Context: an optimization exercise on an open-source flow, tuned for small area. The choices shown serve that exercise and are no tape-out recipe. In this exercise RTL edits were held to simulation tests only and were not proved equivalent to the original. No activity file was given, so power comes from the tool's default toggle rates.

==> flow/design.v <==
package sme_pkg;
    typedef logic [7:0] char_t;
    localparam char_t char_any   = 8'h2E;  
    localparam char_t char_head  = 8'h5E;  
    localparam char_t char_tail  = 8'h24;  
    localparam char_t char_space = 8'h20;
    typedef enum logic [1:0] {
        st_idle = 2'd0,
        st_scan = 2'd1,
        st_done = 2'd2
    } engine_state_t;
endpackage
module sme #(
    parameter int max_string_len  = 32,
    parameter int max_pattern_len = 8
) (
    input  logic                                 clk,
    input  logic                                 reset,
    input  sme_pkg::char_t                       chardata,
    input  logic                                 isstring,
    input  logic                                 ispattern,
    output logic                                 valid,
    output logic                                 match,
    output logic [$clog2(max_string_len)-1:0]    match_index
);
    logic [8*32-1:0] ring;         
    logic            isstring_d;
    logic [5:0]      tlen;         
    logic [4:0]      pos;          
    wire       t_first = isstring & ~isstring_d;
    wire       t_wr    = isstring & (t_first | ~tlen[5]);
    wire [7:0] c       = ring[255:248];
    always_ff @(posedge clk) begin
        isstring_d <= isstring;
        ring       <= {ring[247:0], t_wr ? chardata : c};
    end
    always_ff @(posedge clk or posedge reset) begin
        if (reset) begin
            tlen <= '0;
            pos  <= '0;
        end else begin
            if (t_first)   tlen <= 6'd1;
            else if (t_wr) tlen <= tlen + 6'd1;
            pos <= t_first ? 5'd1 : pos + 5'd1;
        end
    end
    logic [7:0] pat [8];
    logic       ispattern_d;
    logic [3:0] rcnt;              
    logic       head;
    wire p_first = ispattern & ~ispattern_d;
    wire p_caret = (chardata == sme_pkg::char_head);
    wire p_take  = ispattern & (p_first | ~rcnt[3]);
    wire p_store = p_take & ~(p_first & p_caret);
    always_ff @(posedge clk) begin
        ispattern_d <= ispattern;
        if (p_first) begin
            rcnt <= 4'd1;
            head <= p_caret;
        end else if (p_take) begin
            rcnt <= rcnt + 4'd1;
        end
        if (p_store) begin
            pat[0] <= chardata;
            for (int k = 1; k < 8; k++) pat[k] <= pat[k-1];
        end
    end
    wire [3:0] nst = rcnt - {3'd0, head};
    logic [8:0] used;              
    always_comb begin
        for (int k = 0; k < 8; k++) used[k] = (nst > k);
        used[8] = 1'b0;
    end
    logic       srch;              
    logic       started;           
    logic       xw;                
    logic       prev_sp;           
    logic [7:0] d;                 
    wire run_end = ispattern_d & ~ispattern;
    wire active  = srch | run_end;
    wire step    = active & (started | (pos == 5'd0));
    wire bnd     = ({xw, pos} == tlen);       
    wire sp      = (c == sme_pkg::char_space);
    wire start   = ~head | prev_sp;
    wire tail    = used[0] & (pat[0] == sme_pkg::char_tail);
    logic [7:0] lm;
    logic [7:0] dn;
    always_comb begin
        for (int k = 0; k < 8; k++) begin
            lm[k] = ~bnd & ((pat[k] == sme_pkg::char_any) | (pat[k] == c));
            if (k == 0 && tail) lm[k] = bnd | sp;
            dn[k] = lm[k] & (used[k+1] ? ((k < 7) ? d[(k+1)%8] : 1'b0) : start);
        end
    end
    wire       hit    = used[0] ? dn[0] : start;
    wire       finish = step & (hit | bnd);
    wire [2:0] off    = nst[2:0] - 3'd1;
    always_ff @(posedge clk) begin
        d           <= step ? dn : 8'd0;
        prev_sp     <= step ? sp : 1'b1;
        xw          <= step & (xw | (pos == 5'd31));
        match       <= hit;
        match_index <= (hit & used[0]) ? (pos - {2'd0, off}) : 5'd0;
    end
    always_ff @(posedge clk or posedge reset) begin
        if (reset) begin
            srch    <= 1'b0;
            started <= 1'b0;
            valid   <= 1'b0;
        end else begin
            srch    <= active & ~finish;
            started <= step & ~finish;
            valid   <= finish;
        end
    end
endmodule
clock: 10.0 ns
lec_check: 0
cap_margin: 20
core_margin: 2
core_utilization: 70
cts_buf_list: sky130_fd_sc_hd__clkbuf_16
cts_cluster_diameter: 45
cts_cluster_size: 30
slew_margin: 20
run.sh (not shown) runs the stock make flow with config.mk's settings and CLKGATE_MAP_FILE= SYNTH_SCRIPT=/design/flow/synth_recipe.tcl, a recipe that flattens the netlist after the stock synthesis.
Change:
Settings changed: CORE_UTILIZATION 70 to 40, CTS_BUF_LIST sky130_fd_sc_hd__clkbuf_16 to unset, CTS_CLUSTER_DIAMETER 45 to unset, CTS_CLUSTER_SIZE 30 to unset.
=>
- synthesized cell count does not change
- critical path depth does not change
- power went up by 4.7%
- cell count went up by 18%
- synthesized area stays the same
- die area went up by 72%
- clock skew went down by 15 ps
- wire length went down by 9.2%


Setup of S:
Starts from the design.v that is shown in full above.
==> flow/config.mk <==
export PLATFORM = sky130hd
export DESIGN_NAME = sme
export DESIGN_NICKNAME = sme
export VERILOG_FILES = /design/flow/design.v
export SDC_FILE = /design/flow/constraint.sdc
export NUM_CORES = 4
export LEC_CHECK = 0
export CAP_MARGIN = 20
export CORE_MARGIN = 2
export CORE_UTILIZATION = 70
export CTS_BUF_LIST = sky130_fd_sc_hd__clkbuf_4
export CTS_CLUSTER_DIAMETER = 35
export CTS_CLUSTER_SIZE = 12
export SLEW_MARGIN = 20
==> flow/constraint.sdc <==
create_clock -name core_clock -period 10.0 [get_ports {clk}]
set_input_delay 2.0000 -clock core_clock [delete_from_list [all_inputs] [get_ports {clk}]]
set_output_delay 2.0000 -clock core_clock [all_outputs]
set_load 0.01 [all_outputs]
--- input diff S..R ---
# S
export LEC_CHECK = 0
export CAP_MARGIN = 20
export CORE_MARGIN = 2
export CORE_UTILIZATION = 70
export CTS_BUF_LIST = sky130_fd_sc_hd__clkbuf_4
export CTS_CLUSTER_DIAMETER = 35
export CTS_CLUSTER_SIZE = 12
export SLEW_MARGIN = 20
create_clock -name core_clock -period 10.0 [get_ports {clk}]
# R
export LEC_CHECK = 0
export ABC_AREA = 1
export CAP_MARGIN = 20
export CORE_MARGIN = 2
export CORE_UTILIZATION = 40
export CTS_BUF_LIST = sky130_fd_sc_hd__clkbuf_4
export SLEW_MARGIN = 20
create_clock -name core_clock -period 10.0 [get_ports {clk}]
==> notes.md <==
Die: R bigger than S
R vs S — multi-input gate area in the final layout dropped slightly
Compared with S, R shows chip height higher by 33%.
Going from S to R, layout buffering overhead excluding clock cells lower, wire length higher, setup slack after layout lower.
R: share of the clock period used by the worst path after layout 0.72 points above S
| clock-cell share of area | lower: S |
Compared with S, R shows total clock network power that has gone up by more than half.
Global-route met3 utilization in R is 0.30 points above S.
Looking at the reports, R completed the entire flow and the layout it produced met the timing, design-rule and antenna checks.


sme, a different RTL version from the one above (not shown whole).
For scale: about 19 I/O pins.
export LEC_CHECK = 0
export CAP_MARGIN = 20
export CORE_MARGIN = 2
export CORE_UTILIZATION = 75
export CTS_BUF_LIST = sky130_fd_sc_hd__clkbuf_8
export CTS_CLUSTER_DIAMETER = 50
export CTS_CLUSTER_SIZE = 20
export SLEW_MARGIN = 20
create_clock -name core_clock -period 10.0 [get_ports {clk}]
standard.sh (not shown) runs the stock make flow with config.mk's settings and CLKGATE_MAP_FILE= SYNTH_SCRIPT=/design/flow/synth_recipe.tcl, a recipe that flattens the netlist after the stock synthesis.
==> flow/flow/run.sh <==
#!/bin/bash
# The standard layout (the standard.sh), with three changes:
#  - after the standard synthesis, its combinational logic is mapped again by
#    ABC for area (reopt*.log, reopt_choice.log); every register instance is kept as it is, with
#    its name and cell type;
#  - the smallest buffer on the ports;
#  - a clock tree without dummy balancing loads.
set -euo pipefail
export BUFFER_PORTS_ARGS="-buffer_cell sky130_fd_sc_hd__buf_1"
export CTS_ARGS="-sink_clustering_enable -repair_clock_nets -sink_clustering_size 20 -sink_clustering_max_diameter 50 -buf_list sky130_fd_sc_hd__clkbuf_8 -dont_use_dummy_load"

bash standard.sh synth > standard_synth.log 2>&1

RES=$PWD/orfs/results/$FLOW_PLATFORM/sme/base
LIB=$FLOW_HOME/platforms/$FLOW_PLATFORM/lib/sky130_fd_sc_hd__tt_025C_1v80.lib
YOSYS=$FLOW_HOME/../tools/install/yosys/bin/yosys
[ -x "$YOSYS" ] || YOSYS=yosys

cp "$RES/1_2_yosys.v" "$RES/1_2_yosys_standard.v"
python3 flow/genmodels.py "$LIB" "$RES/1_2_yosys_standard.v" > cell_models.v 2> genmodels.log
# Map with a few ABC scripts and keep the smallest result.
best=""; best_area=""
for k in 1 2 3; do
cat > reopt$k.ys <<YS
read_verilog cell_models.v
read_verilog $RES/1_2_yosys_standard.v
hierarchy -top $FLOW_TOP
flatten
opt -purge
techmap
opt -fast -purge
abc -liberty $LIB -dont_use *lpflow* -dont_use *probe* -dont_use sky130_fd_sc_hd__conb_1 -script $PWD/flow/area$k.abc
opt_clean -purge
setundef -zero
splitnets
opt_clean -purge
hilomap -singleton -hicell sky130_fd_sc_hd__conb_1 HI -locell sky130_fd_sc_hd__conb_1 LO
opt_clean -purge
rename -hide w:*.*
tee -o reopt$k.stat stat -liberty $LIB
write_verilog -noattr -nohex -nodec $PWD/reopt$k.v
YS
"$YOSYS" -s reopt$k.ys > reopt$k.log 2>&1
area=$(grep "Chip area" reopt$k.stat | awk '{print $NF}')
echo "script $k: $area" >> reopt_choice.log
if [ -z "$best" ] || python3 -c "import sys; sys.exit(0 if float('$area') < float('$best_area') else 1)"; then
  best=$k; best_area=$area
fi
done
echo "using script $best" >> reopt_choice.log
cp reopt$best.v "$RES/1_2_yosys.v"

rm -f "$RES/1_synth.odb" "$RES/1_synth.sdc"
bash standard.sh > standard.log 2>&1
Other scripts of this flow, unchanged in this note and not shown: flow/flow/area1.abc, flow/flow/area2.abc, flow/flow/area3.abc, flow/flow/genmodels.py
The starting point finished with timing, DRC and antenna clean.
Rerun with:
--- a/flow/flow/run.sh
+++ b/flow/flow/run.sh
@@ -23 +23 @@
-for k in 1 2 3; do
+for k in 1 2 3 4 5 6; do
==> flow/flow/area4.abc (new file) <==
strash
ifraig
dc2
rewrite -z
refactor -z
resub -z
dch -f
amap -F 20 -A 40
topo
==> flow/flow/area5.abc (new file) <==
strash
ifraig
dc2
dch -f
amap -F 20 -A 40
strash
dch -f
amap -F 20 -A 40
topo
==> flow/flow/area6.abc (new file) <==
strash
ifraig
dc2
rewrite -z
refactor -z
resub -z
dch -f
amap -F 20 -A 40
strash
rewrite -z
refactor -z
resub -z
dch -f
amap -F 20 -A 40
topo
The new run produced a clean layout; total power climbs by 1.6%; design area stays flat; sequential share of layout area climbs by 0.20 points; non-clock buffer count does not change; wire length came out higher by 8.2%; utilization climbs by 0.12 points; via count climbs by 0.45%; combinational power stays flat.

==> separate check: timing with driven ports <==
Ports are ideal in the flow. The routed layouts listed here were re-timed in OpenROAD. Step 1: set_driving_cell puts a clkbuf_16 on clk and a buf_2 on each other input, an assumption about the parent block. Step 2 adds t to the input delays and takes it off the output delays; t is the mean of the earliest and latest rising clock arrival at the registers after step 1. Input paths then give back, and output paths get back, about the clock's delay inside the block. a / b / c = no drivers / after step 1 / after step 2; a / b = the first two.
run	t (ns)	slack for setup (ns)	pins driven straight from the clock port
the first run of note 1	0.570	6.266 / 6.283 / 5.714	1
the second run of note 1	0.548	6.174 / 6.195 / 5.646	1
S	0.667	6.353 / 6.365 / 5.698	1
R	0.720	6.281 / 6.300 / 5.580	1
the first run of note 3	0.545	5.480 / 5.440 / 5.708	1
the second run of note 3	0.554	5.327 / 5.289 / 5.714	1
After both steps setup and hold are still met in every run listed. The setup slack of R, which loses most, moves by +0.019 ns with the drivers and by -0.701 ns with both steps.
